What follows belongs to an exercise in optimizing a design on an open flow for small area, a short achievable clock period and few clock cycles; a production flow would make more cautious choices. Only simulation tests tie the RTL to the original design; equivalence was not proved.

===== design/flow/config.mk =====
export PLATFORM = sky130hd
export DESIGN_NAME = box_smoothing_3x3_edge_mean
export DESIGN_NICKNAME = box_smoothing_3x3_edge_mean
export VERILOG_FILES = /design/flow/design.v
export SDC_FILE = /design/flow/constraint.sdc
export NUM_CORES = 4
export LEC_CHECK = 0
export CAP_MARGIN = 20
export CORE_MARGIN = 2
export CORE_UTILIZATION = 40
export SLEW_MARGIN = 20

===== design/flow/constraint.sdc =====
create_clock -name core_clock -period 6.5 [get_ports {clk}]
set_input_delay 1.3000 -clock core_clock [delete_from_list [all_inputs] [get_ports {clk}]]
set_output_delay 1.3000 -clock core_clock [all_outputs]
set_load 0.01 [all_outputs]

===== design/flow/design.v =====
package bsm_pkg;
  localparam int PIX_W    = 8;    
  localparam int POS_W    = 4;    
  localparam int SIZE_W   = 5;    
  localparam int MIN_SIDE = 2;
  localparam int CS_W     = 10;   
  localparam int SUM_W    = 12;   
  localparam int CNT_W    = 4;    
  localparam int DIVD_W   = SUM_W + 1;    
  localparam int DIVS_W   = CNT_W + 1;    
  localparam int REC_W    = 18;   
  localparam int REC_SHIFT = 20;  
  localparam int NUM_BUFS = 3;    
  localparam int ROT_W    = 2;
  typedef struct packed {
    logic load;          
    logic advance;       
    logic shift;         
    logic edge_clr;      
    logic edge_set;      
    logic div_start;     
    logic out_load;      
    logic scan_next;     
    logic flush_start;   
  } cmd_t;
  typedef struct packed {
    logic row_zero;
    logic scol_zero;
    logic scol_last;
    logic last_pixel;
    logic flush;
    logic edge_mode;
    logic div_busy;
  } status_t;
endpackage
module bsm_ram #(
  parameter int WIDTH = 8,
  parameter int DEPTH = 16
) (
  input  logic                     clk,
  input  logic                     we,
  input  logic [$clog2(DEPTH)-1:0] waddr,
  input  logic [WIDTH-1:0]         wdata,
  input  logic [$clog2(DEPTH)-1:0] raddr,
  output logic [WIDTH-1:0]         rdata
);
  logic [WIDTH-1:0] mem [DEPTH];
  always_ff @(posedge clk) begin
    if (we) begin
      mem[waddr] <= wdata;
    end
    rdata <= mem[raddr];
  end
endmodule
import bsm_pkg::*;
module bsm_div
(
  input  logic              clk,
  input  logic              rst,
  input  logic              start,
  input  logic [DIVD_W-1:0] dividend,
  input  logic [DIVS_W-1:0] divisor,
  output logic              busy,
  output logic [DIVD_W-1:0] quotient
);
  localparam int PROD_W = DIVD_W + REC_W;
  localparam int REC_8  = ((1 << REC_SHIFT) + 7) / 8;
  localparam int REC_12 = ((1 << REC_SHIFT) + 11) / 12;
  localparam int REC_18 = ((1 << REC_SHIFT) + 17) / 18;
  logic [DIVD_W-1:0] dvd;
  logic [REC_W-1:0]  recip;
  logic [PROD_W-1:0] product;
  assign product = PROD_W'(dvd) * PROD_W'(recip);
  always_ff @(posedge clk) begin
    if (rst) begin
      busy <= 1'b0;
    end else begin
      busy <= start;
    end
  end
  always_ff @(posedge clk) begin
    if (start) begin
      dvd <= dividend;
      case (divisor)
        DIVS_W'(8):  recip <= REC_W'(REC_8);
        DIVS_W'(12): recip <= REC_W'(REC_12);
        default:     recip <= REC_W'(REC_18);
      endcase
    end
    if (busy) begin
      quotient <= DIVD_W'(product >> REC_SHIFT);
    end
  end
endmodule
import bsm_pkg::*;
module bsm_dp
#(
  parameter int MAX_SIDE = 16
) (
  input  logic              clk,
  input  logic              rst,
  input  logic              cfg_write,
  input  logic [SIZE_W-1:0] image_size,
  input  logic [PIX_W-1:0]  pixel,
  input  bsm_pkg::cmd_t              cmd,
  output bsm_pkg::status_t           status,
  output logic [PIX_W-1:0]  smoothed,
  output logic [POS_W-1:0]  out_row,
  output logic [POS_W-1:0]  out_col,
  output logic              last_of_run,
  output logic              frame_done
);
  localparam int CW         = $clog2(MAX_SIDE);
  localparam int RESET_SIDE = (MAX_SIDE < 16) ? MAX_SIDE : 16;
  logic [CW-1:0]    side_m1;
  logic [CW-1:0]    row;
  logic [CW-1:0]    col;
  logic [CW-1:0]    scol;
  logic [ROT_W-1:0] rot;
  logic             flush;
  logic             edge_sel;
  logic [CS_W-1:0]  w0, w1, w2;
  logic [31:0]       nm1_w;
  logic [PIX_W-1:0]  ram_q [NUM_BUFS];
  logic [PIX_W-1:0]  older, recent, current;
  logic              use_older;
  logic              three_cols;
  logic [CS_W-1:0]   colsum;
  logic [SUM_W-1:0]  box_sum;
  logic [CNT_W-1:0]  cnt;
  logic [DIVD_W-1:0] dividend;
  logic [DIVD_W-1:0] quotient;
  logic              div_busy;
  logic              last_pixel;
  logic              scol_last;
  always_comb begin
    if (image_size < SIZE_W'(MIN_SIDE)) begin
      nm1_w = 32'd1;
    end else if (32'(image_size) > MAX_SIDE) begin
      nm1_w = 32'(MAX_SIDE - 1);
    end else begin
      nm1_w = 32'(image_size) - 32'd1;
    end
  end
  for (genvar k = 0; k < NUM_BUFS; k++) begin : g_buf
    bsm_ram #(
      .WIDTH(PIX_W),
      .DEPTH(MAX_SIDE)
    ) u_ram (
      .clk  (clk),
      .we   (cmd.load && (rot == ROT_W'(k))),
      .waddr(col),
      .wdata(pixel),
      .raddr(scol),
      .rdata(ram_q[k])
    );
  end
  always_comb begin
    case (rot)
      ROT_W'(0): begin
        current = ram_q[0]; older = ram_q[1]; recent = ram_q[2];
      end
      ROT_W'(1): begin
        current = ram_q[1]; older = ram_q[2]; recent = ram_q[0];
      end
      default: begin
        current = ram_q[2]; older = ram_q[0]; recent = ram_q[1];
      end
    endcase
  end
  assign use_older  = !flush && (row > CW'(1));
  assign colsum     = CS_W'(use_older ? older : '0) + CS_W'(recent) + CS_W'(current);
  assign three_cols = !edge_sel && (scol > CW'(1));
  assign box_sum    = SUM_W'(w0) + SUM_W'(w1) + SUM_W'(three_cols ? w2 : '0);
  assign dividend   = DIVD_W'({box_sum, 1'b0}) + DIVD_W'(cnt);
  assign last_pixel = (row == side_m1) && (col == side_m1);
  assign scol_last  = (scol == side_m1);
  always_comb begin
    case ({use_older, three_cols})
      2'b00:   cnt = CNT_W'(4);
      2'b01:   cnt = CNT_W'(6);
      2'b10:   cnt = CNT_W'(6);
      default: cnt = CNT_W'(9);
    endcase
  end
  bsm_div u_div (
    .clk     (clk),
    .rst     (rst),
    .start   (cmd.div_start),
    .dividend(dividend),
    .divisor ({cnt, 1'b0}),
    .busy    (div_busy),
    .quotient(quotient)
  );
  always_ff @(posedge clk) begin
    if (rst) begin
      side_m1  <= CW'(RESET_SIDE - 1);
      row      <= '0;
      col      <= '0;
      scol     <= '0;
      rot      <= '0;
      flush    <= 1'b0;
      edge_sel <= 1'b0;
    end else begin
      if (cmd.load) begin
        scol <= col;
      end
      if (cmd.flush_start) begin
        flush <= 1'b1;
        scol  <= '0;
      end
      if (cmd.scan_next) begin
        scol <= scol + CW'(1);
      end
      if (cmd.edge_clr) begin
        edge_sel <= 1'b0;
      end
      if (cmd.edge_set) begin
        edge_sel <= 1'b1;
      end
      if (cmd.advance) begin
        flush <= 1'b0;
        if (col == side_m1) begin
          col <= '0;
          rot <= (rot == ROT_W'(NUM_BUFS - 1)) ? '0 : rot + ROT_W'(1);
          row <= (row == side_m1) ? '0 : row + CW'(1);
        end else begin
          col <= col + CW'(1);
        end
      end
      if (cfg_write) begin
        side_m1 <= nm1_w[CW-1:0];
        row     <= '0;
        col     <= '0;
      end
    end
  end
  always_ff @(posedge clk) begin
    if (cmd.shift) begin
      w2 <= w1;
      w1 <= w0;
      w0 <= colsum;
    end
    if (cmd.out_load) begin
      smoothed    <= quotient[PIX_W-1:0];
      out_row     <= POS_W'(flush ? side_m1 : row - CW'(1));
      out_col     <= POS_W'(edge_sel ? scol : scol - CW'(1));
      last_of_run <= edge_sel ? (flush || !last_pixel) : (!flush && !scol_last);
      frame_done  <= flush && edge_sel;
    end
  end
  assign status.row_zero   = (row == '0);
  assign status.scol_zero  = (scol == '0);
  assign status.scol_last  = scol_last;
  assign status.last_pixel = last_pixel;
  assign status.flush      = flush;
  assign status.edge_mode  = edge_sel;
  assign status.div_busy   = div_busy;
endmodule
import bsm_pkg::*;
module bsm_ctrl
(
  input  logic    clk,
  input  logic    rst,
  input  logic    in_valid,
  output logic    in_stall,
  output logic    out_valid,
  input  logic    out_stall,
  input  bsm_pkg::status_t status,
  output bsm_pkg::cmd_t    cmd
);
  typedef enum logic [2:0] {
    S_IDLE,
    S_READ,
    S_SUM,
    S_START,
    S_WAIT,
    S_OUT,
    S_NEXT
  } state_t;
  state_t state, state_next;
  logic   out_valid_next;
  assign in_stall = (state != S_IDLE);
  always_comb begin
    cmd            = '0;
    state_next     = state;
    out_valid_next = out_valid;
    case (state)
      S_IDLE: begin
        if (in_valid) begin
          cmd.load = 1'b1;
          if (status.row_zero) begin
            cmd.advance = 1'b1;
          end else begin
            state_next = S_READ;
          end
        end
      end
      S_READ: begin
        state_next = S_SUM;
      end
      S_SUM: begin
        cmd.shift    = 1'b1;
        cmd.edge_clr = 1'b1;
        state_next   = status.scol_zero ? S_NEXT : S_START;
      end
      S_START: begin
        cmd.div_start = 1'b1;
        state_next    = S_WAIT;
      end
      S_WAIT: begin
        if (!status.div_busy) begin
          cmd.out_load   = 1'b1;
          out_valid_next = 1'b1;
          state_next     = S_OUT;
        end
      end
      S_OUT: begin
        if (!out_stall) begin
          out_valid_next = 1'b0;
          if (!status.edge_mode && status.scol_last) begin
            cmd.edge_set = 1'b1;
            state_next   = S_START;
          end else begin
            state_next = S_NEXT;
          end
        end
      end
      S_NEXT: begin
        if (status.flush) begin
          if (status.scol_last) begin
            cmd.advance = 1'b1;
            state_next  = S_IDLE;
          end else begin
            cmd.scan_next = 1'b1;
            state_next    = S_READ;
          end
        end else if (status.last_pixel) begin
          cmd.flush_start = 1'b1;
          state_next      = S_READ;
        end else begin
          cmd.advance = 1'b1;
          state_next  = S_IDLE;
        end
      end
      default: begin
        state_next = S_IDLE;
      end
    endcase
  end
  always_ff @(posedge clk) begin
    if (rst) begin
      state     <= S_IDLE;
      out_valid <= 1'b0;
    end else begin
      state     <= state_next;
      out_valid <= out_valid_next;
    end
  end
endmodule
import bsm_pkg::*;
module box_smoothing_3x3_edge_mean
#(
  parameter int MAX_SIDE = 16
) (
  input  logic              clk,
  input  logic              rst,
  input  logic              cfg_write,
  input  logic [SIZE_W-1:0] image_size,
  input  logic              in_valid,
  output logic              in_stall,
  input  logic [PIX_W-1:0]  pixel,
  output logic              out_valid,
  input  logic              out_stall,
  output logic [PIX_W-1:0]  smoothed,
  output logic [POS_W-1:0]  out_row,
  output logic [POS_W-1:0]  out_col,
  output logic              last_of_run,
  output logic              frame_done
);
  bsm_pkg::cmd_t    cmd;
  bsm_pkg::status_t status;
  bsm_ctrl u_ctrl (
    .clk      (clk),
    .rst      (rst),
    .in_valid (in_valid),
    .in_stall (in_stall),
    .out_valid(out_valid),
    .out_stall(out_stall),
    .status   (status),
    .cmd      (cmd)
  );
  bsm_dp #(
    .MAX_SIDE(MAX_SIDE)
  ) u_dp (
    .clk        (clk),
    .rst        (rst),
    .cfg_write  (cfg_write),
    .image_size (image_size),
    .pixel      (pixel),
    .cmd        (cmd),
    .status     (status),
    .smoothed   (smoothed),
    .out_row    (out_row),
    .out_col    (out_col),
    .last_of_run(last_of_run),
    .frame_done (frame_done)
  );
endmodule

===== design/flow/run.sh =====
#!/bin/bash
# synth_recipe.tcl (not shown) runs the flow's synth.tcl, then flattens the netlist and writes it again
# the make line also repeats each setting of config.mk as NAME=value (left out here)
make -C /OpenROAD-flow-scripts/flow DESIGN_CONFIG=/design/flow/config.mk WORK_HOME=/design/flow/orfs CLKGATE_MAP_FILE= SYNTH_SCRIPT=/design/flow/synth_recipe.tcl finish

==> flow_summary.toml <==
[cells_and_area]
fin_nets = 2073
drive_gt1_share_pct = 13.5
final_cells = 2704
final_cell_mix = "edfxtp_1 (456), inv_1 (240), fa_1 (127)"
diodes = 0
area_growth_pct = 11.4
mostFrequentLayoutCell = "edfxtp_1"

[sta]
tightest_slew_ns = 1.09
final_max_slew_viol_count = 0
finalCritPeriodShare_pct = 87.7
setup_viol = 0
fin_hold_ws_ns = 0.417
rsz0062_at_grt = "false"
max-slew-margin-rel_pct = 27.4
finalWorstSetupSlack_ns = 0.797
finalSetupTns_ns = 0
fin_crit_ns = 5.70
skew_ns = 0.0150
fmax_mhz = 175
final-hold-violation-count = 0

[worst_setup_path]
critPathLaunchType = "register"
cp_cell_sequence = "nand2_1, inv_1, fa_1, inv_1, fa_1, fa_1, inv_1, fa_1, inv_1, fa_1, inv_1, ha_1, o21ai_0, nor2_1, a211oi_1, nor4_1, buf_4, o22a_1, mux2i_1, a221o_1"
cp.buffers_inverters = 6
arrival_ns = 6.05
critical-path-slowest-cell = "edfxtp_1"
crit_path_end_kind = "register"
worst-path-max-fanout = 18
r2r-start = "u_dp.u_div.recip[15]$_DFFE_PP_"
critPathTopFamily = "adder cells"
crit_path_max_incr_delay_ns = 0.63
startpoint = "u_dp.u_div.recip[15]$_DFFE_PP_"
r2r_setup_slack_ns = 0.80
worstPathRequired_ns = 6.85
critPathKind = "register to register"

[detailed_routing]
first_iter_violations = 1002
firstDrtPassIters = 4
antenna_left = 0
vias = 14000
via_per_inst = 5.17
wirelength_mm = 56.8
wire_per_inst_um = 21.0
drc = 0

[placed_design]
numPortBuffers = 37
gp_congestion = 0.884
hpwlAfterDp_mm = 39.9
dp_slack_ns = 0.804
dp_cells = 2606

[global_route]
grt_busiest_layer = "met2"
antenna_found_initial = 1
grt_pass1_vias = 14800
grtUsageMet2_pct = 30.1
grt_use_met1_pct = 22.7
overflow = 0
grt_max_degree = 84
gr-usage-met3_pct = 2.04
track_usage_pct = 17.2
grt_first_pass_wirelength_mm = 88.3

[clock_network]
tritoncts = "built"
cts_root_buf = "clkbuf_16"
cts_buffer_depth = 3
htreeDepth = 2
insertion_delay_ns = 0.60
clk_pin_slew_ns = 0.06
post_cts_resized = 0
cts_hold_buf = 0
cts_buffers = 52
post_cts.repair.setup_buffers = 0
clkSinkCount = 505

[power_and_ir_drop]
cellLeakagePower_nw = 10.5
total_power_mw = 9.95
power_density_nw_per_um2 = 341
peakVddDrop_v = 0.000264

[worst_hold_path]
min_path_type = "register to register"
holdCritStartpoint = "u_dp.u_div.quotient[5]$_DFFE_PP_"

[floorplanning]
die_y_um = 260
initial_core_util_pct = 40.5
core.rowCount = 93
dieArea_um2 = 67500
coreArea_um2 = 64600
ios = 38
die_w_um = 260

[run]
maxCapViolCount = 0

[logic_synthesis]
syn_area_per_cell_um2 = 14.8
syn_area_um2 = 26200
synth_ff_type = "edfxtp_1"
ys_warn_count = 5
synth-async-reset-ratio_pct = 0
synth_top_cell_area_share_pct = 52.3
synth_cells = 1765
yosys.area.top_type = "edfxtp_1"
synth.area.top_cells = "edfxtp_1 (52%), mux4_2 (10%), fa_1 (9.7%)"
synth_edf_count = 456
ys_seq_elements = 505
ys_seq_area_share_pct = 56.1
synth_cell_type_count = 73
synth_fp_nets = 2033

[run_status]
status = "finished clean"
[synthesized netlist by cell type (all sizes together) (3+ instances only)]
cell / instances
edfxtp: 456
inv: 240
fa: 127
ha: 123
mux4: 120
nor2: 117
nand2: 77
a21oi: 55
dfxtp: 49
and2: 43
clkbuf: 40
xnor2: 40
o21ai: 38
mux2i: 30
xor2: 25
buf: 21
nor3: 18
nand3: 14
a21o: 11
nor2b: 10
nand2b: 9
a211oi: 8
nor4: 8
nand4: 7
o21a: 6
nand3b: 5
or2: 5
or3: 5
a21boi: 4
a31oi: 4
o22a: 4
a221oi: 3
a31o: 3
and3: 3
o211ai: 3
o21bai: 3
[cells by family (layout without fill, tap and decap cells)]
| family | count (synthesis) | after routing | share of synthesized area [%] |
|---|---|---|---|
| xor gates and xnor gates | 65 | 65 | 2.25 |
| AOI/OAI and AO/OA | 162 | 162 | 4.02 |
| muxes | 152 | 152 | 11.6 |
| buffers and inverters | 302 | 386 | 4.40 |
| adders and majority gates | 250 | 250 | 15.6 |
| DFF | 505 | 505 | 56.1 |
| and+or+nand+nor | 329 | 329 | 6.10 |
[power breakdown]
group / internal, mW / switching (mW) / total, mW
clock: 1.70 / 1.27 / 2.97
combinational: 1.38 / 1.70 / 3.08
sequential: 3.79 / 0.116 / 3.90
[path summary, 6_finish.rpt]
check,endpoint,depth (start not counted)
max,u_dp.u_div.quotient[7]$_DFFE_PP_,20
min,u_dp.smoothed[5]$_DFFE_PP_,0
max reg2reg,u_dp.u_div.quotient[7]$_DFFE_PP_,20
min reg2reg,u_dp.smoothed[5]$_DFFE_PP_,0
[registers in the layout, summed over array words and instances, names as in the netlist, 8 cells and up]
name                    flops
u_dp.u_div.quotient         8
u_dp.g_buf.u_ram.mem      384
u_dp.smoothed               8
u_dp.g_buf.u_ram.rdata     24
u_dp.w2                    10
u_dp.u_div.dvd             12
u_dp.w1                    10
u_dp.w0                    10
[worst register-to-register path, cell delays in order, from the launching register on]
cell      delay [ns]
edfxtp_1        0.63
nand2_1         0.21
inv_1           0.15
fa_1            0.48
inv_1           0.11
fa_1            0.43
fa_1            0.57
inv_1           0.06
fa_1            0.47
inv_1           0.05
fa_1            0.52
inv_1           0.04
ha_1            0.33
o21ai_0         0.18
nor2_1          0.06
a211oi_1        0.28
nor4_1          0.08
buf_4           0.16
o22a_1          0.23
mux2i_1         0.14
a221o_1         0.26
[metrics by stage]
stage	instance area, µm²	utilization (%)
after floorplan	26200	-
after global placement	27400	42.5
after detailed placement	27400	42.5
after CTS	29100	45.1
after global routing	29100	45.1
final	29100	45.1
[layout make-up]
type / instances / area, µm²
multi-input combinational: 958 / 10400
tap: 855 / 1070
timing repair buffer: 47 / 423
clock inverter: 32 / 303
clock buffer: 66 / 1400
fill: 5655 / 35400
inverter: 241 / 905
sequential: 505 / 14700
[per-layer routing]
layer	wire [µm]	vias up	part of all wire, %
li1	-	6432	-
met1	24700	7214	44
met2	29200	241	51
met3	1620	85	2.9
met4	1230	0	2.2
met5	0	-	0
Testbench counts, summed over its fixed seeds: cycles 81,136.

## static timing again, ports no longer ideal
The results above use ideal ports. As a check the final layout listed here was re-extracted and re-timed, cells and wires unchanged. Step 1 (the two cells are an assumption about what drives the block):
set clk [get_ports {clk}]
set_driving_cell -lib_cell sky130_fd_sc_hd__clkbuf_16 $clk
set_driving_cell -lib_cell sky130_fd_sc_hd__buf_2 [delete_from_list [all_inputs] $clk]
Step 2 moves the port delays by t, midway between the first and last clock arrival at a register: inputs arrive t later, outputs are due t later. That takes back most of the time a late clock gives input paths. Slacks: ideal / step 1 / step 2; pairs: ideal / step 1.
t (ns): 0.651
setup slack, ns: 0.797 / 0.797 / 0.797
clock arrival spread, ns: 0.016 / 0.017
worst register clock-pin slew, ns: 0.07 / 0.07
worst slew at a driven data input, ns: 0.05
After both steps setup and hold are still met in this run. For this run, drivers alone change the setup slack by 0.000 ns; drivers and shift together by 0.000 ns.
